Background: an optimization exercise with open tools, aiming at small area, a short achievable clock period and few clock cycles per item. Do not read the settings as production practice.
The RTL was checked by simulation tests, not by an equivalence proof against the original design.
No activity file was given, so power comes from the tool's default toggle rates.

// gps_synced_time_of_day_clock_top
module gps_synced_time_of_day_clock_top (
  input  wire logic        clk,
  input  wire logic        rst_n,
  input  wire logic        in_tvalid,
  output logic             in_tready,
  input  wire logic [7:0]  in_tdata,    
  input  wire logic [1:0]  in_tuser,    
  output logic             out_tvalid,
  input  wire logic        out_tready,
  output logic [79:0]      out_tdata,
  input  wire logic        cfg_psel,
  input  wire logic        cfg_penable,
  input  wire logic        cfg_pwrite,
  input  wire logic [2:0]  cfg_paddr,
  input  wire logic [31:0] cfg_pwdata,
  output logic [31:0]      cfg_prdata,
  output logic             cfg_pready
);
Size: roughly 1100 cells after synthesis, about 150 flip-flops, ~170 I/O pins.
Settings: LEC_CHECK=0, ABC_AREA=1, CAP_MARGIN=20, CORE_MARGIN=2, CORE_UTILIZATION=40, CTS_BUF_LIST=sky130_fd_sc_hd__clkbuf_8, SETUP_SLACK_MARGIN=4.5, SLEW_MARGIN=20, TNS_END_PERCENT=5; clock period 7.0 ns.
standard.sh (not shown) runs the stock make flow with config.mk's settings and CLKGATE_MAP_FILE= SYNTH_SCRIPT=/design/flow/synth_recipe.tcl, a recipe that flattens the netlist after the stock synthesis.
==> flow/flow/run.sh <==
#!/bin/bash
# Standard layout with two changes: plain buf_1 cells as port buffers (instead of the
# default delay buffers), and a clock tree of clkbuf_8 cells without dummy loads.
set -euo pipefail
export BUFFER_PORTS_ARGS="-buffer_cell sky130_fd_sc_hd__buf_1"
export CTS_ARGS="-sink_clustering_enable -repair_clock_nets -dont_use_dummy_load -buf_list sky130_fd_sc_hd__clkbuf_8"
bash standard.sh > standard.log 2>&1
The first run finished clean.
Testbench counts at the start, summed over its fixed seeds: cycles 78,422, items 78,338.
Edit:
- TNS_END_PERCENT: 5 -> not set
Final cell count stays the same.
Synthesized cell count does not change.
Sequential cell count stays the same.
Utilization climbs by 0.91 points.
Combinational power increases by 12%.
Worst setup slack gets better by 0.094 ns.

========
gps_synced_time_of_day_clock_top, a different RTL version from the one above (not shown whole).
Size in the first run: ~1200 cells after synthesis, about 150 flip-flops.
clock: 7.0 ns
lec_check: 0
abc_area: 1
cap_margin: 20
core_margin: 2
core_utilization: 40
cts_buf_list: sky130_fd_sc_hd__clkbuf_8
setup_slack_margin: 4.65
slew_margin: 20
Scripts as last shown in full above: flow/flow/run.sh
The starting point ran to the end with no violations.
Testbench counts at the start, summed over its fixed seeds: cycles 78,482, items 78,338.
==> next run, changes <==
==> flow/flow/run.sh (replaced) <==
#!/bin/bash
# Standard layout with two changes: plain buf_1 cells as port buffers (instead of the
# default delay buffers), and a clock tree of clkbuf_8 cells under a clkbuf_16 root,
# without dummy loads. ORFS writes each step's log under orfs/logs; standard.log has the rest.
set -euo pipefail
export BUFFER_PORTS_ARGS="-buffer_cell sky130_fd_sc_hd__buf_2"
export CTS_ARGS="-sink_clustering_enable -repair_clock_nets -dont_use_dummy_load -buf_list sky130_fd_sc_hd__clkbuf_8 -root_buf sky130_fd_sc_hd__clkbuf_16"
bash standard.sh > standard.log 2>&1
--- a/flow/config.mk
+++ b/flow/config.mk
@@ -12,3 +12,3 @@
 export CTS_BUF_LIST = sky130_fd_sc_hd__clkbuf_8
-export SETUP_SLACK_MARGIN = 4.65
+export SETUP_SLACK_MARGIN = 4.58
 export SLEW_MARGIN = 20
Via count goes down by 2.4%.
Non-clock buffer count goes down by 65.
Design area goes down by about 9%.
Setup slack gets worse by 47 ps.
Die area stays the same.
Power goes up by about 1.3%.
==> next run, changes <==
--- a/flow/flow/run.sh
+++ b/flow/flow/run.sh
@@ -5,3 +5,3 @@
 set -euo pipefail
-export BUFFER_PORTS_ARGS="-buffer_cell sky130_fd_sc_hd__buf_2"
+export BUFFER_PORTS_ARGS="-buffer_cell sky130_fd_sc_hd__buf_1"
 export CTS_ARGS="-sink_clustering_enable -repair_clock_nets -dont_use_dummy_load -buf_list sky130_fd_sc_hd__clkbuf_8 -root_buf sky130_fd_sc_hd__clkbuf_16"
--- a/flow/config.mk
+++ b/flow/config.mk
@@ -12,3 +12,3 @@
 export CTS_BUF_LIST = sky130_fd_sc_hd__clkbuf_8
-export SETUP_SLACK_MARGIN = 4.58
+export SETUP_SLACK_MARGIN = 4.62
 export SLEW_MARGIN = 20
Outcome: Clock-buffer cell count stays the same. Setup slack gets worse by 7.3 ps. First-iteration DRC count came out lower by a little under a tenth. Wire length came out higher by a few percent.
==> next run, changes <==
==> flow/flow/run.sh (replaced) <==
#!/bin/bash
# Standard layout with two changes: plain buf_1 cells as port buffers (instead of the
# default delay buffers), and a clock tree of clkbuf_8 cells without dummy loads.
set -euo pipefail
export BUFFER_PORTS_ARGS="-buffer_cell sky130_fd_sc_hd__buf_1"
export CTS_ARGS="-sink_clustering_enable -repair_clock_nets -dont_use_dummy_load -buf_list sky130_fd_sc_hd__clkbuf_8"
bash standard.sh > standard.log 2>&1
--- a/flow/config.mk
+++ b/flow/config.mk
@@ -12,3 +12,3 @@
 export CTS_BUF_LIST = sky130_fd_sc_hd__clkbuf_8
-export SETUP_SLACK_MARGIN = 4.62
+export SETUP_SLACK_MARGIN = 4.58
 export SLEW_MARGIN = 20
What happened: The new run ran to the end with no violations. Sequential power went down by about 0.4%. Count of clock-buffer cells in the layout stays the same. Non-clock buffer count went down by 2. Via count went down by 1.1%. Final cell count is about the same. Clock power went down by about 3%.
==> next run, changes <==
==> flow/flow/run.sh (replaced) <==
#!/bin/bash
# Standard layout with two changes: plain buf_1 cells as port buffers (instead of the
# default delay buffers), and a clock tree of clkbuf_8 cells under a clkbuf_16 root,
# without dummy loads. ORFS writes each step's log under orfs/logs; standard.log has the rest.
set -euo pipefail
export BUFFER_PORTS_ARGS="-buffer_cell sky130_fd_sc_hd__buf_1"
export CTS_ARGS="-sink_clustering_enable -repair_clock_nets -dont_use_dummy_load -buf_list sky130_fd_sc_hd__clkbuf_8 -root_buf sky130_fd_sc_hd__clkbuf_16"
bash standard.sh > standard.log 2>&1
Effect: Sequential cell count does not change; setup slack loses 13 ps; hold slack stays flat; non-clock buffer count goes down by 5; critical path depth is unchanged; die area is unchanged.
==> next run, changes <==
--- a/flow/flow/run.sh
+++ b/flow/flow/run.sh
@@ -3,3 +3,3 @@
 # default delay buffers), and a clock tree of clkbuf_8 cells under a clkbuf_16 root,
-# without dummy loads. ORFS writes each step's log under orfs/logs; standard.log has the rest.
+
 set -euo pipefail
Synthesized cell count is unchanged.
Critical path depth stays the same.
Non-clock buffer count does not change.
Worst setup slack stays the same.
First-iteration DRC count stays the same.
Via count does not change.
Clock-buffer cell count is unchanged.
Routed wire length does not change.

[re-timing with driven ports]
How much do the figures lean on ideal ports? The routed layouts below were timed once more, with nothing changed but the port constraints.
Step 1 assumes that a clkbuf_16 drives the clock port and a buf_2 every other input.
Step 2, shift: input delay + t, output delay - t, t = (earliest + latest rising clock arrival at the registers) / 2. This alone moves slack from input paths to output paths.
a / b / c = ideal ports / drivers / drivers and shift; a / b = the first two.
| run | shift t [ns] | setup WS [ns] | worst hold slack (ns) | worst setup path after step 2 |
|---|---|---|---|---|
| the first run of note 1 | 0.485 | 4.269 / 4.269 / 4.057 | 0.418 / 0.418 / 0.418 | input to register |
| the second run of note 1 | 0.481 | 4.363 / 4.363 / 4.140 | 0.428 / 0.428 / 0.428 | input to register |
| the first run of note 2 | 0.478 | 4.670 / 4.629 / 4.301 | 0.412 / 0.412 / 0.412 | input to register |
| the second run of note 2 | 0.407 | 4.622 / 4.578 / 4.281 | 0.408 / 0.408 / 0.408 | input to register |
| the third run of note 2 | 0.403 | 4.615 / 4.612 / 4.332 | 0.409 / 0.409 / 0.409 | input to register |
| the fourth run of note 2 | 0.471 | 4.632 / 4.592 / 4.240 | 0.400 / 0.400 / 0.400 | input to register |
| the fifth run of note 2 | 0.405 | 4.620 / 4.574 / 4.269 | 0.401 / 0.401 / 0.401 | input to register |
| the sixth run of note 2 | 0.405 | 4.620 / 4.574 / 4.269 | 0.401 / 0.401 / 0.401 | input to register |
After both steps setup and hold are still met in every run listed. The setup slack of the fourth run of note 2, which loses most, moves by -0.040 ns with the drivers and by -0.392 ns with both steps.
